Source: an optimization exercise on an open RTL-to-GDS flow (aim: small area). Production flows keep margins and buffers that such runs may drop.
Function was not checked in any run shown here: the RTL went through the layout flow alone.

## flow/design.v (module list and top-level ports; edited modules follow where they fit)
// module complex_butterfly_bfp: 3693 lines
// module bfa: 4 lines
// module bha: 4 lines
module complex_butterfly_bfp #(
  parameter int IWL1    = 16,
  parameter int IWL2    = 16,
  parameter int OWL     = 16,
  parameter int LATENCY = 4,
  parameter int EXPW    = 5
) (
  input  logic            clk,
  input  logic            rst,
  input  logic            strb_in,
  input  logic [1:0]      mode,
  input  logic [IWL1-1:0] din1_re,
  input  logic [IWL1-1:0] din1_im,
  input  logic [IWL2-1:0] din2_re,
  input  logic [IWL2-1:0] din2_im,
  input  logic [IWL1-1:0] din3_re,
  input  logic [IWL1-1:0] din3_im,
  input  logic            stage_clr,
  input  logic            frame_start,
  output logic [OWL-1:0]  dout1_re,
  output logic [OWL-1:0]  dout1_im,
  output logic [OWL-1:0]  dout2_re,
  output logic [OWL-1:0]  dout2_im,
  output logic            strb_out,
  output logic            sat_out,
  output logic            grow,
  output logic [EXPW-1:0] blk_exp,
  output logic            busy,
  output logic            clr_err
);
  // ...
==> flow/flow/run.sh <==
#!/bin/bash
set -euo pipefail
export BUFFER_PORTS_ARGS="-buffer_cell sky130_fd_sc_hd__buf_1"
export RECOVER_POWER=100
bash standard.sh > standard_flow.log 2>&1
==> flow/standard.sh <==
#!/bin/bash
# synth_recipe.tcl (not shown) runs the flow's synth.tcl, then flattens the netlist and writes it again
# the make line also repeats each setting of config.mk as NAME=value (left out here)
make -C /OpenROAD-flow-scripts/flow DESIGN_CONFIG=/design/flow/config.mk WORK_HOME=/design/flow/orfs CLKGATE_MAP_FILE= SYNTH_SCRIPT=/design/flow/synth_recipe.tcl "${@:-finish}"
==> flow/config.mk <==
export PLATFORM = sky130hd
export DESIGN_NAME = complex_butterfly_bfp
export DESIGN_NICKNAME = complex_butterfly_bfp
export VERILOG_FILES = /design/flow/design.v
export SDC_FILE = /design/flow/constraint.sdc
export NUM_CORES = 4
export LEC_CHECK = 0
export ABC_AREA = 1
export CAP_MARGIN = 0
export CORE_MARGIN = 2
export CORE_UTILIZATION = 40
export SLEW_MARGIN = 0
export SYNTH_HIERARCHICAL = 1
export SYNTH_MINIMUM_KEEP_SIZE = 0
==> flow/constraint.sdc <==
create_clock -name core_clock -period 11.0 [get_ports {clk}]
set_input_delay 2.2000 -clock core_clock [delete_from_list [all_inputs] [get_ports {clk}]]
set_output_delay 2.2000 -clock core_clock [all_outputs]
set_load 0.01 [all_outputs]
==> flow_metrics.tcl, run 1 <==
set metrics [dict create \
    status "failed layout checks" \
    so_faults "max-capacitance violations, max-slew violations" \
    reg2reg_slack_ns 2.45 \
    layout.nonclk_buf_share_pct 4.21 \
    cp.arrival_ns 9.76 \
    synth_most_common_cell "fa_1" \
    crit_fanout 23 \
    cts_made_buffers 27 \
    cap_violations 3 \
    cp_num_cells 27 \
    syn_area_sq_mm 0.0320 \
    cts_resized 0 \
    crit_slowest_cell "o21ai_2" \
    hpwl_mm 78.2 \
    clock_latency_ns 0.53 \
    synth_edf_count 0 \
    synth.distinct_cells 44 \
    dp_slack_ns 1.40 \
    drtIter0Drc 2722 \
    cpLargestDelayFamily "adder cells" \
    die_height_um 287 \
    ys_warn_count 7 \
    synth_mux_area_share_pct 0.0313 \
    layout_commonest_cell "fa_1" \
    grt_pass1_wl_mm 158 \
    cp.required_ns 11.39 \
    grt_use_met2_pct 38.1 \
    inverters_excl_clock 235 \
    first_pass_iters 6 \
    synth_commonest_cells "534 x fa_1, 527 x xor2_1, 462 x o22ai_1" \
    slew_violations 201 \
]
==> run 2, diff against run 1 <==
--- a/flow/design.v
+++ b/flow/design.v
@@ -27,18 +27,19 @@
   output logic [EXPW-1:0] blk_exp,
   output logic            busy,
   output logic            clr_err
 );
   logic        auto_sh, auto_sh_new, clr_acc, grow_hit;
   logic [1:0]  sh_in, sh1;
   logic [3:0]  vld;
   logic [15:0] b_re, b_im, w_re, w_im;
-  logic [16:0] q_re_d, q_im_d, ap_re_d, ap_im_d;
-  logic [16:0] q_re, q_im, ap_re, ap_im;
+  logic [16:0] q_re_d, q_im_d, q_re, q_im;
+  logic [15:0] a_re, a_im;
+  logic        ld4, hold4;
   logic [64:0] w2, w3, w3b, w4;
   assign b_re = din1_re;
   assign b_im = din1_im;
   assign w_re = din2_re;
   assign w_im = din2_im;
   logic one1;
   logic two2;
   logic pp3;
@@ -3226,31 +3227,31 @@
   assign g1657 = c818 & s819;
   assign g1658 = c820 & s821;
   assign g1659 = c822 & s823;
   assign g1660 = c824 & s825;
   assign g1661 = c826 & s827;
   assign g1662 = c828 & s829;
   assign g1663 = c830 & s831;
   assign g1664 = c832 & c770;
-  assign p1665 = s771 ^ pp163;
-  assign p1666 = c772 ^ s773;
-  assign p1667 = c774 ^ s775;
-  assign p1668 = c776 ^ s777;
-  assign p1669 = c778 ^ s779;
-  assign p1670 = c780 ^ s781;
-  assign p1671 = c782 ^ s783;
-  assign p1672 = c784 ^ s785;
-  assign p1673 = c786 ^ s787;
-  assign p1674 = c788 ^ s789;
-  assign p1675 = c790 ^ s791;
-  assign p1676 = c792 ^ s793;
-  assign p1677 = c794 ^ s795;
-  assign p1678 = c796 ^ s797;
-  assign p1679 = c798 ^ s799;
+  assign p1665 = s771 | pp163;
+  assign p1666 = c772 | s773;
+  assign p1667 = c774 | s775;
+  assign p1668 = c776 | s777;
+  assign p1669 = c778 | s779;
+  assign p1670 = c780 | s781;
+  assign p1671 = c782 | s783;
+  assign p1672 = c784 | s785;
+  assign p1673 = c786 | s787;
+  assign p1674 = c788 | s789;
+  assign p1675 = c790 | s791;
+  assign p1676 = c792 | s793;
+  assign p1677 = c794 | s795;
+  assign p1678 = c796 | s797;
+  assign p1679 = c798 | s799;
   assign p1680 = c800 ^ s801;
   assign p1681 = c802 ^ s803;
   assign p1682 = c804 ^ s805;
   assign p1683 = c806 ^ s807;
   assign p1684 = c808 ^ s809;
   assign p1685 = c810 ^ s811;
   assign p1686 = c812 ^ s813;
   assign p1687 = c814 ^ s815;
@@ -3421,31 +3422,31 @@
   assign g1852 = c1618 & s1619;
   assign g1853 = c1620 & s1621;
   assign g1854 = c1622 & s1623;
   assign g1855 = c1624 & s1625;
   assign g1856 = c1626 & s1627;
   assign g1857 = c1628 & s1629;
   assign g1858 = c1630 & s1631;
   assign g1859 = c1632 & c1570;
-  assign p1860 = s1571 ^ pp977;
-  assign p1861 = c1572 ^ s1573;
-  assign p1862 = c1574 ^ s1575;
-  assign p1863 = c1576 ^ s1577;
-  assign p1864 = c1578 ^ s1579;
-  assign p1865 = c1580 ^ s1581;
-  assign p1866 = c1582 ^ s1583;
-  assign p1867 = c1584 ^ s1585;
-  assign p1868 = c1586 ^ s1587;
-  assign p1869 = c1588 ^ s1589;
-  assign p1870 = c1590 ^ s1591;
-  assign p1871 = c1592 ^ s1593;
-  assign p1872 = c1594 ^ s1595;
-  assign p1873 = c1596 ^ s1597;
-  assign p1874 = c1598 ^ s1599;
+  assign p1860 = s1571 | pp977;
+  assign p1861 = c1572 | s1573;
+  assign p1862 = c1574 | s1575;
+  assign p1863 = c1576 | s1577;
+  assign p1864 = c1578 | s1579;
+  assign p1865 = c1580 | s1581;
+  assign p1866 = c1582 | s1583;
+  assign p1867 = c1584 | s1585;
+  assign p1868 = c1586 | s1587;
+  assign p1869 = c1588 | s1589;
+  assign p1870 = c1590 | s1591;
+  assign p1871 = c1592 | s1593;
+  assign p1872 = c1594 | s1595;
+  assign p1873 = c1596 | s1597;
+  assign p1874 = c1598 | s1599;
   assign p1875 = c1600 ^ s1601;
   assign p1876 = c1602 ^ s1603;
   assign p1877 = c1604 ^ s1605;
   assign p1878 = c1606 ^ s1607;
   assign p1879 = c1608 ^ s1609;
   assign p1880 = c1610 ^ s1611;
   assign p1881 = c1612 ^ s1613;
   assign p1882 = c1614 ^ s1615;
@@ -3627,51 +3628,51 @@
     else     scale_sat = {1'b0, x};
   endfunction
   assign clr_acc = stage_clr && !busy;
   always_comb begin
     auto_sh_new = auto_sh;
     if (frame_start)  auto_sh_new = 1'b0;
     else if (clr_acc) auto_sh_new = grow;
     sh_in = (mode == 2'd3) ? {1'b0, auto_sh_new} : mode;
-    ap_re_d = add_rnd(din3_re, sh_in == 2'd1, sh_in == 2'd2);
-    ap_im_d = add_rnd(din3_im, sh_in == 2'd1, sh_in == 2'd2);
   end
   always_ff @(posedge clk) begin
     q_re  <= q_re_d;
     q_im  <= q_im_d;
-    ap_re <= ap_re_d;
-    ap_im <= ap_im_d;
+    a_re  <= din3_re;
+    a_im  <= din3_im;
     sh1   <= sh_in;
   end
   logic [17:0] s1r, s1i, s2r, s2i;
-  logic [16:0] f1r, f1i, f2r, f2i;
+  logic [16:0] f1r, f1i, f2r, f2i, ap_re, ap_im;
   always_comb begin
+    ap_re = add_rnd(a_re, sh1 == 2'd1, sh1 == 2'd2);
+    ap_im = add_rnd(a_im, sh1 == 2'd1, sh1 == 2'd2);
     s1r = addsub(ap_re, q_re, 1'b0);
     s1i = addsub(ap_im, q_im, 1'b0);
     s2r = addsub(ap_re, q_re, 1'b1);
     s2i = addsub(ap_im, q_im, 1'b1);
     f1r = scale_sat(s1r, sh1);
     f1i = scale_sat(s1i, sh1);
     f2r = scale_sat(s2r, sh1);
     f2i = scale_sat(s2i, sh1);
     w2  = {f1r[16] | f1i[16] | f2r[16] | f2i[16], f1r[15:0], f1i[15:0], f2r[15:0], f2i[15:0]};
   end
   always_ff @(posedge clk) begin
     w3  <= w2;
     w3b <= w3;
   end
+  assign ld4   = vld[2] & ~rst;
+  assign hold4 = ~vld[2] & ~rst;
   always_ff @(posedge clk) begin
-    if (rst) begin
-      vld <= '0;
-      w4  <= '0;
-    end else begin
-      vld <= {vld[2:0], strb_in};
-      if (vld[2]) w4 <= w3b;
-    end
+    w4 <= ({65{ld4}} & w3b) | ({65{hold4}} & w4);
+  end
+  always_ff @(posedge clk) begin
+    if (rst) vld <= '0;
+    else     vld <= {vld[2:0], strb_in};
   end
   assign {sat_out, dout1_re, dout1_im, dout2_re, dout2_im} = w4;
   assign strb_out = vld[3];
   assign busy     = |vld;
   assign grow_hit = (dout1_re[15] ^ dout1_re[14]) | (dout1_im[15] ^ dout1_im[14]) |
                     (dout2_re[15] ^ dout2_re[14]) | (dout2_im[15] ^ dout2_im[14]);
   always_ff @(posedge clk) begin
     if (rst) begin
==> flow/flow/run.sh (replaced) <==
#!/bin/bash
# The standard ORFS layout, except that the ports are buffered with the platform's
# smallest buffer instead of the delay buffer buffer_ports picks by default.
set -euo pipefail
export BUFFER_PORTS_ARGS="-buffer_cell sky130_fd_sc_hd__buf_1"
export CTS_ARGS="-sink_clustering_enable -repair_clock_nets -dont_use_dummy_load -sink_clustering_size 30 -sink_clustering_max_diameter 60 -buf_list sky130_fd_sc_hd__clkbuf_16"
bash standard.sh > standard_flow.log 2>&1
==> flow/config.mk (replaced) <==
export PLATFORM = sky130hd
export DESIGN_NAME = complex_butterfly_bfp
export DESIGN_NICKNAME = complex_butterfly_bfp
export VERILOG_FILES = /design/flow/design.v
export SDC_FILE = /design/flow/constraint.sdc
export NUM_CORES = 4
export LEC_CHECK = 0
export ABC_AREA = 1
export CAP_MARGIN = 20
export CORE_MARGIN = 2
export CORE_UTILIZATION = 40
export SLEW_MARGIN = 20
export SYNTH_HIERARCHICAL = 1
export SYNTH_MINIMUM_KEEP_SIZE = 0
==> flow_metrics.tcl, run 2 <==
set metrics [dict create \
    cts_resized 0 \
    ys_seq_area_share_pct 17.3 \
    cap_violations 0 \
    vias 25500 \
    die_height_um 286 \
    min_path_type "reg -> reg" \
    rsz0062_at_grt "false" \
    slew_violations 0 \
    final_layout_size_suffix_gt1_share_pct 6.70 \
    worst_setup_path_start_kind "register" \
    reg_top3 "w3: 65 flops, w3b: 65 flops, w4: 65 flops" \
    worst_pin_slew_ns 1.13 \
    ys_ff_latch 275 \
    fp.dieW_um 286 \
    finClkSkew_ns 0.0507 \
    instances_no_fill 4408 \
    cp.required_ns 11.38 \
    layout_commonest_cell "fa_1" \
    syn_nets 4121 \
    synth_top_area_share_pct 33.3 \
    final_nets 4116 \
    grt_pass1_vias 25700 \
    worst_setup_path_end_kind "register" \
    ys_dominant_reg_cell "dfxtp_1" \
    critical_path_class "reg -> reg" \
    wl_per_cell_um 23.3 \
    areaGrowthSynthToFinish_pct 6.10 \
    clock-sinks 275 \
    layout_min_cycle_time_ns 9.34 \
    place_inst 4387 \
    port_buffers 176 \
    synth_most_common_cell "fa_1" \
    initial_core_util_pct 40.4 \
    cts_htree_levels 1 \
    finalSetupTns_ns 0 \
    status "finished clean" \
    clock_latency_ns 0.50 \
    final_cell_area_sq_mm 0.0338 \
    drc 0 \
    holdBufCountCts 0 \
    max_freq_mhz 107 \
    clock_path_buffers 3 \
    finalHoldViolations 0 \
    synth.distinct_cells 49 \
    place_area_sq_mm 0.0333 \
    relSlewSlack_pct 24.3 \
    setup-violations-final 0 \
    drtIter0Drc 2712 \
    ant_nets 0 \
    fp-row-count 103 \
    root_buffer "clkbuf_16" \
    fp.coreArea_sq_mm 0.0790 \
    synth_edf_count 0 \
    cts_tree "built" \
    grt_use_total_pct 24.8 \
    finalWirelength_mm 103 \
    overflow 0 \
    period_share_pct 84.9 \
    syn_area_sq_mm 0.0319 \
    mostFrequentLayoutCells "530 x fa_1, 529 x xor2_1, 469 x o22ai_1" \
    first_pass_iters 6 \
    synthArstFlopShare_pct 0 \
    hpwl_mm 76.4 \
    cts_setup_buffers 0 \
    synth_area_per_cell_sq_um 9.48 \
    yosys-top-cells-area "fa_1 33%, dfxtp_1 17%, xor2_1 15%" \
    crit_fanout 37 \
    grt_max_degree 71 \
    gp_congestion 0.978 \
    ys_warn_count 7 \
    io_pins 177 \
    grt_pass1_wl_mm 157 \
    synth_commonest_cells "530 x fa_1, 529 x xor2_1, 469 x o22ai_1" \
    whs_ns 0.282 \
    postSynthCellCount 3364 \
    synth_area_leader_cell "fa_1" \
    clkTransAtPathRegs_ns 0.09 \
    viasPerCell 5.78 \
    cts_made_buffers 19 \
    antenna_found_initial 5 \
    fp.dieArea_sq_mm 0.0820 \
    cp.arrival_ns 9.72 \
]
-- run 2: changes by cell type in the layout (fill, tap and decap cells not counted), moves of 7 or more --
cell,before,now
clkbuf_16,27,19
ha_1,148,124
nand2_1,207,355
o311ai_0,7,0
nor2_1,241,111
inv_1,210,229
or2_2,4,24
o22ai_1,462,469
nand2_2,0,9
o22ai_2,24,14
clkbuf_1,14,0
nand3_1,33,126
a21oi_1,40,26
o21ai_0,114,55
-- run 2: worst paths after layout --
check,start,to,slack [ns],cells after the start
worst max-delay path,sh1[1],w3[18],1.66,26
worst min-delay path,w3[23],w3b[23],0.28,0
worst max register to register,sh1[1],w3[18],1.66,26
worst min register to register,w3[23],w3b[23],0.28,0
-- run 2: layout make-up --
cell class	instances	area, sq um
antenna	1	2.50
clock buffer	19	475
fill	7797	45200
inverter	254	956
multi-input combinational	2529	24100
sequential	275	5510
tap	1050	1310
timing repair buffer	280	1460
-- run 2: logic make-up after synthesis --
| family | synth area share [%] |
|---|---|
| fa+ha+maj | 38.1 |
| simple gates | 8.61 |
| compound gates | 14.0 |
| flops | 17.3 |
| xor+xnor | 14.6 |
| buf+inv | 7.37 |
-- run 2: metal layers --
metal  GRT usage (%)  wire length (um)  part of all wire, %  up-vias
met5               0                16                0.016        -
met4            10.8              4950                  4.8        2
met3            4.94             11000                   11      309
met2            38.5             45500                   44     1572
met1            33.7             41400                   40    12400
li1                -                 -                    -    11200
-- run 2: per-module statistics from Yosys, one instance, submodules excluded --
module | times used | cells | cell area [sq um]
bfa | 454 | 1 | 20.0
bha | 40 | 1 | 12.5
complex_butterfly_bfp | 1 | 2870 | 22300
-- run 2: worst max-delay path, stage by stage, from the launching register on --
cell	delay [ns]
dfxtp_1	0.32
buf_4	0.34
inv_1	0.10
buf_4	0.28
o21bai_1	0.18
ha_1	0.29
ha_1	0.19
o21bai_1	0.17
fa_1	0.43
fa_1	0.42
fa_1	0.43
fa_1	0.43
fa_1	0.43
fa_1	0.43
fa_1	0.44
fa_1	0.43
fa_1	0.43
fa_1	0.43
fa_1	0.43
fa_1	0.43
fa_1	0.40
inv_1	0.08
fa_1	0.20
fa_1	0.46
o211ai_1	0.21
nand4_1	0.57
nand3_1	0.26
-- run 2: per-stage QoR --
step	setup slack [ns]	utilization [%]
3_3_place_gp	1.71	42.2
2_1_floorplan	1.89	-
3_5_place_dp	1.63	42.2
4_1_cts	1.63	42.8
6_report	1.66	42.8
5_1_grt	1.10	42.8
==> run 3, diff against run 2 <==
==> flow/flow/run.sh (replaced) <==
#!/bin/bash
# The standard ORFS layout, except that the ports are buffered with the platform's
# smallest buffer instead of the delay buffer buffer_ports picks by default.
set -euo pipefail
export BUFFER_PORTS_ARGS="-buffer_cell sky130_fd_sc_hd__buf_1"
bash standard.sh > standard_flow.log 2>&1
==> flow_metrics.tcl, run 3 <==
set metrics [dict create \
    antenna_found_initial 4 \
    ant_nets 0 \
    fp-row-count 103 \
    yosys-top-cells-area "fa_1 33%, dfxtp_1 17%, xor2_1 15%" \
    root_buffer "clkbuf_16" \
    cts_setup_buffers 0 \
    vias 25600 \
    synthArstFlopShare_pct 0 \
    final_layout_size_suffix_gt1_share_pct 7.38 \
    fp.dieArea_sq_mm 0.0820 \
    rsz0062_at_grt "false" \
    initial_core_util_pct 40.4 \
    final_cell_area_sq_mm 0.0342 \
    holdBufCountCts 0 \
    relSlewSlack_pct 22.4 \
    setup-violations-final 0 \
    synth_edf_count 0 \
    grt_pass1_wl_mm 157 \
    hpwl_mm 76.4 \
    reg_top3 "w3: 65 flops, w3b: 65 flops, w4: 65 flops" \
    min_path_type "reg -> reg" \
    synth_area_leader_cell "fa_1" \
    drc 0 \
    gp_congestion 0.978 \
    overflow 0 \
    worst_setup_path_end_kind "register" \
    cts_resized 0 \
    finalWirelength_mm 103 \
    clock_latency_ns 0.53 \
    fillers 7793 \
    finalSetupTns_ns 0 \
    crit_fanout 37 \
    synth_top_area_share_pct 33.3 \
    slew_violations 0 \
    clkTransAtPathRegs_ns 0.06 \
    instances_no_fill 4439 \
    cp.required_ns 11.44 \
    place_area_sq_mm 0.0333 \
    finalHoldViolations 0 \
    io_pins 177 \
    viasPerCell 5.76 \
    cp.arrival_ns 9.79 \
    place_inst 4387 \
    ys_seq_area_share_pct 17.3 \
    status "finished clean" \
    syn_area_sq_mm 0.0319 \
    synth_commonest_cells "530 x fa_1, 529 x xor2_1, 469 x o22ai_1" \
    cts_made_buffers 27 \
    wl_per_cell_um 23.2 \
    finClkSkew_ns 0.0123 \
    fp.dieW_um 286 \
    drtIter0Drc 2624 \
    worst_setup_path_start_kind "register" \
    worst_pin_slew_ns 1.16 \
    clock_path_buffers 3 \
    period_share_pct 85.1 \
    layout_commonest_cell "fa_1" \
    critical_path_class "reg -> reg" \
    postSynthCellCount 3364 \
    grt_max_degree 71 \
    cts_tree "built" \
    ys_ff_latch 275 \
    ys_warn_count 7 \
    grt_pass1_vias 25800 \
    cap_violations 0 \
    final_nets 4124 \
    synth.distinct_cells 49 \
    synth_area_per_cell_sq_um 9.48 \
    ys_dominant_reg_cell "dfxtp_1" \
    multi_input_area_sq_mm 0.0241 \
    areaGrowthSynthToFinish_pct 7.27 \
    cts_htree_levels 1 \
    layout_min_cycle_time_ns 9.36 \
    syn_nets 4121 \
    max_freq_mhz 107 \
    clock-sinks 275 \
    seq_area_sq_mm 0.00551 \
    fp.coreArea_sq_mm 0.0790 \
    first_pass_iters 6 \
    grt_use_total_pct 24.8 \
    synth_most_common_cell "fa_1" \
    mostFrequentLayoutCells "530 x fa_1, 529 x xor2_1, 469 x o22ai_1" \
    port_buffers 176 \
    die_height_um 286 \
]
## run 3: cell types whose count changed in the layout (fill, tap and decap cells not counted)
cell and change:
clkinv_2 +9, clkbuf_16 +8, clkbuf_1 +6, clkbuf_8 +3, inv_6 +2, bufinv_16 +1, clkinv_4 +1, clkinvlp_4 +1
## run 3: cells by family after synthesis
kind of cell | Yosys count | synth area share (%)
buffers and inverters | 560 | 7.37
adders and majority gates | 654 | 38.1
AOI/OAI and AO/OA | 691 | 14.0
xor gates and xnor gates | 533 | 14.6
and+or+nand+nor | 651 | 8.61
DFF | 275 | 17.3
## run 3: layer usage
metal  vias up  track usage, %  routed length, um
li1      11200               -                  -
met5         -               0                 14
met1     12500            34.1              42200
met3       310            4.70              10500
met4         2            10.5               4790
met2      1559            38.4              45600
## run 3: modules after synthesis, one instance, submodules excluded
| module | copies in the design | flip-flops and latches |
|---|---|---|
| bha | 40 | 0 |
| complex_butterfly_bfp | 1 | 275 |
| bfa | 454 | 0 |
## run 3: path summary, 6_finish.rpt
path         cells past startpoint  startpoint  slack, ns      end
max                             26      sh1[1]       1.64   w3[29]
min                              0      w3[47]       0.32  w3b[47]
min reg2reg                      0      w3[47]       0.32  w3b[47]
max reg2reg                     26      sh1[1]       1.64   w3[29]
## run 3: stage by stage
| stage | setup WS, ns | utilization, % | hold WS [ns] |
|---|---|---|---|
| final | 1.64 | 43.3 | 0.322 |
| after global routing | 1.11 | 43.3 | 0.326 |
| after CTS | 1.58 | 43.3 | 0.311 |
| after detailed placement | 1.63 | 42.2 | 0.312 |
| after global placement | 1.71 | 42.2 | 0.312 |
| after floorplan | 1.89 | - | 0.310 |
## run 3: critical path, stage by stage (launching register included)
cell	delay, ns
dfxtp_1	0.33
buf_4	0.34
inv_1	0.10
buf_4	0.28
o21bai_1	0.18
ha_1	0.29
ha_1	0.19
o21bai_1	0.17
fa_1	0.43
fa_1	0.42
fa_1	0.43
fa_1	0.43
fa_1	0.43
fa_1	0.43
fa_1	0.44
fa_1	0.43
fa_1	0.43
fa_1	0.44
fa_1	0.43
fa_1	0.43
fa_1	0.40
inv_1	0.08
fa_1	0.20
fa_1	0.46
o211ai_1	0.21
nand4_1	0.57
o211ai_1	0.28
## run 3: final cells by class
type	count	share of cell area, %
diodes	1	0.00731
clock buffers	36	2.16
clock inverters	14	0.318
inverters	254	2.79
multi-input cells	2529	70.5
flip-flops and latches	275	16.1
well taps	1050	3.84
repair buffers	280	4.26
==> run 4, diff against run 3 <==
--- a/flow/flow/run.sh
+++ b/flow/flow/run.sh
@@ -3,4 +3,5 @@
 # smallest buffer instead of the delay buffer buffer_ports picks by default.
 set -euo pipefail
 export BUFFER_PORTS_ARGS="-buffer_cell sky130_fd_sc_hd__buf_1"
+export CTS_ARGS="-sink_clustering_enable -repair_clock_nets -dont_use_dummy_load -sink_clustering_size 20 -sink_clustering_max_diameter 50 -buf_list sky130_fd_sc_hd__clkbuf_8"
 bash standard.sh > standard_flow.log 2>&1
==> flow_metrics.tcl, run 4 <==
set metrics [dict create \
    finalWirelength_mm 103 \
    drc 0 \
    drtIter0Drc 2719 \
    setup-violations-final 0 \
    mostFrequentLayoutCells "530 x fa_1, 529 x xor2_1, 469 x o22ai_1" \
    max_freq_mhz 106 \
    root_buffer "clkbuf_8" \
    areaGrowthSynthToFinish_pct 5.69 \
    grt_pass1_vias 25700 \
    port_buffers 176 \
    overflow 0 \
    fp-row-count 103 \
    finalHoldViolations 0 \
    cts_tree "built" \
    worst_pin_slew_ns 1.15 \
    rsz0062_at_grt "false" \
    worst_setup_path_start_kind "register" \
    crit_fanout 37 \
    final_core_util_pct 42.7 \
    cp.arrival_ns 9.84 \
    cts_resized 0 \
    cap_violations 0 \
    place_area_sq_mm 0.0333 \
    synth_area_leader_cell "fa_1" \
    fillers 7828 \
    ys_ff_latch 275 \
    postSynthCellCount 3364 \
    relSlewSlack_pct 23.0 \
    ys_seq_area_share_pct 17.3 \
    vias 25500 \
    grt_use_total_pct 24.8 \
    io_pins 177 \
    holdBufCountCts 0 \
    fp.dieArea_sq_mm 0.0820 \
    synth_most_common_cell "fa_1" \
    worst_setup_path_end_kind "register" \
    cts_made_buffers 25 \
    synth_commonest_cells "530 x fa_1, 529 x xor2_1, 469 x o22ai_1" \
    finalSetupTns_ns 0 \
    ys_warn_count 7 \
    grt_pass1_wl_mm 157 \
    final_cell_area_sq_mm 0.0337 \
    min_path_type "reg -> reg" \
    grt_max_degree 71 \
    layout_commonest_cell "fa_1" \
    instances_no_fill 4415 \
    slew_violations 0 \
    reg_top3 "w3: 65 flops, w3b: 65 flops, w4: 65 flops" \
    syn_area_sq_mm 0.0319 \
    die_height_um 286 \
    clock-sinks 275 \
    ant_nets 0 \
    fp.coreArea_sq_mm 0.0790 \
    clock_path_buffers 3 \
    critical_path_class "reg -> reg" \
    ys_dominant_reg_cell "dfxtp_1" \
    antenna_found_initial 6 \
    synth_area_per_cell_sq_um 9.48 \
    hpwl_mm 76.4 \
    final_nets 4122 \
    final_layout_size_suffix_gt1_share_pct 6.87 \
    place_inst 4387 \
    clock_latency_ns 0.58 \
    wl_per_cell_um 23.3 \
    cts_setup_buffers 0 \
    status "finished clean" \
    layout_min_cycle_time_ns 9.40 \
    yosys-top-cells-area "fa_1 33%, dfxtp_1 17%, xor2_1 15%" \
    viasPerCell 5.77 \
    synth_edf_count 0 \
    gp_congestion 0.978 \
    fp.dieW_um 286 \
    initial_core_util_pct 40.4 \
    cp.required_ns 11.44 \
    syn_nets 4121 \
    period_share_pct 85.4 \
    synth_top_area_share_pct 33.3 \
    cts_htree_levels 1 \
    finClkSkew_ns 0.0734 \
    synthArstFlopShare_pct 0 \
    clkTransAtPathRegs_ns 0.10 \
    first_pass_iters 7 \
    synth.distinct_cells 49 \
]
## run 4: changes by cell type in the layout (fill, tap and decap cells not counted)
cell / previous run / this run
clkinv_2: 9 / 0
clkbuf_8: 3 / 25
diode_2: 1 / 2
clkbuf_16: 27 / 0
clkbuf_1: 6 / 0
clkinv_4: 1 / 0
bufinv_16: 1 / 0
clkinvlp_4: 1 / 0
inv_6: 2 / 0
## run 4: logic make-up after synthesis
kind of cell | synth area share, %
AO/OA/AOI/OAI | 14.0
adder cells (fa/ha/maj) | 38.1
AND/OR/NAND/NOR | 8.61
buffers and inverters | 7.37
XOR/XNOR | 14.6
flip-flops | 17.3
## run 4: area by class of cell
cell class	count	area, sq um	share of cell area (%)
Tap cell	1050	1310	3.90
Sequential cell	275	5510	16.3
Antenna cell	2	5.00	0.0148
Inverter	254	956	2.84
Clock buffer	25	344	1.02
Timing Repair Buffer	280	1460	4.33
Multi-Input combinational cell	2529	24100	71.6
## run 4: stage by stage
stage / worst slack [ns] / hold WS [ns]
global placement: 1.71 / 0.312
floorplan: 1.89 / 0.310
CTS: 1.58 / 0.287
finish: 1.60 / 0.293
global route: 1.06 / 0.283
detailed placement: 1.63 / 0.312
## run 4: critical path: stages, from the launching register on
cell and delay [ns]:
dfxtp_1 0.33, buf_4 0.34, inv_1 0.10, buf_4 0.28, o21bai_1 0.18, ha_1 0.29, ha_1 0.19, o21bai_1 0.17
fa_1 0.43, fa_1 0.42, fa_1 0.43, fa_1 0.43, fa_1 0.44, fa_1 0.43, fa_1 0.44, fa_1 0.43
fa_1 0.43, fa_1 0.43, fa_1 0.43, fa_1 0.43, fa_1 0.40, inv_1 0.08, fa_1 0.20, fa_1 0.46
o211ai_1 0.21, nand4_1 0.58, nand3_1 0.28
## run 4: routing by layer
layer / global-route usage (%) / vias up / share of wire [%]
met1: 33.8 / 12500 / 41
met2: 38.3 / 1503 / 44
met5: 0 / - / 0.023
met3: 5.14 / 302 / 10
met4: 10.9 / 4 / 4.7
li1: - / 11200 / -
## run 4: final timing paths
kind / startpoint / endpoint / slack, ns / depth (start not counted)
max reg2reg: sh1[1] / w3[19] / 1.60 / 26
max: sh1[1] / w3[19] / 1.60 / 26
min: w3[16] / w3b[16] / 0.29 / 0
min reg2reg: w3[16] / w3b[16] / 0.29 / 0
## run 4: Yosys stat by module, one instance, submodules excluded
module | flip-flops and latches | cells | area [sq um]
bfa | 0 | 1 | 20.0
bha | 0 | 1 | 12.5
complex_butterfly_bfp | 275 | 2870 | 22300

==> separate check: timing with driven ports <==
How much do the figures lean on ideal ports? The routed layouts below were timed once more, with nothing changed but the port constraints.
Step 1 sets driving cells, clkbuf_16 on the clock port and buf_2 on the other inputs (assumed; they add their load-dependent delay and slew).
Step 2 moves the port delays by t, midway between the first and last clock arrival at a register: inputs arrive t later, outputs are due t later. That takes back most of the time a late clock gives input paths.
Three values: ideal ports, drivers, drivers and shift; two values: the first two.
run	t, ns	slack for setup (ns)	hold WS [ns]	worst register clock-pin slew, ns	worst slew at a driven data input, ns
run 1	0.577	1.638 / 1.659 / 1.082	0.320 / 0.320 / 0.320	0.07 / 0.07	0.09
run 2	0.535	1.663 / 1.663 / 1.663	0.282 / 0.282 / 0.282	0.10 / 0.10	0.13
run 3	0.577	1.644 / 1.644 / 1.644	0.322 / 0.322 / 0.322	0.07 / 0.07	0.12
run 4	0.595	1.603 / 1.603 / 1.603	0.293 / 0.293 / 0.293	0.11 / 0.11	0.12
The setup slack of run 1, which loses most, moves by +0.021 ns with the drivers and by -0.556 ns with both steps.
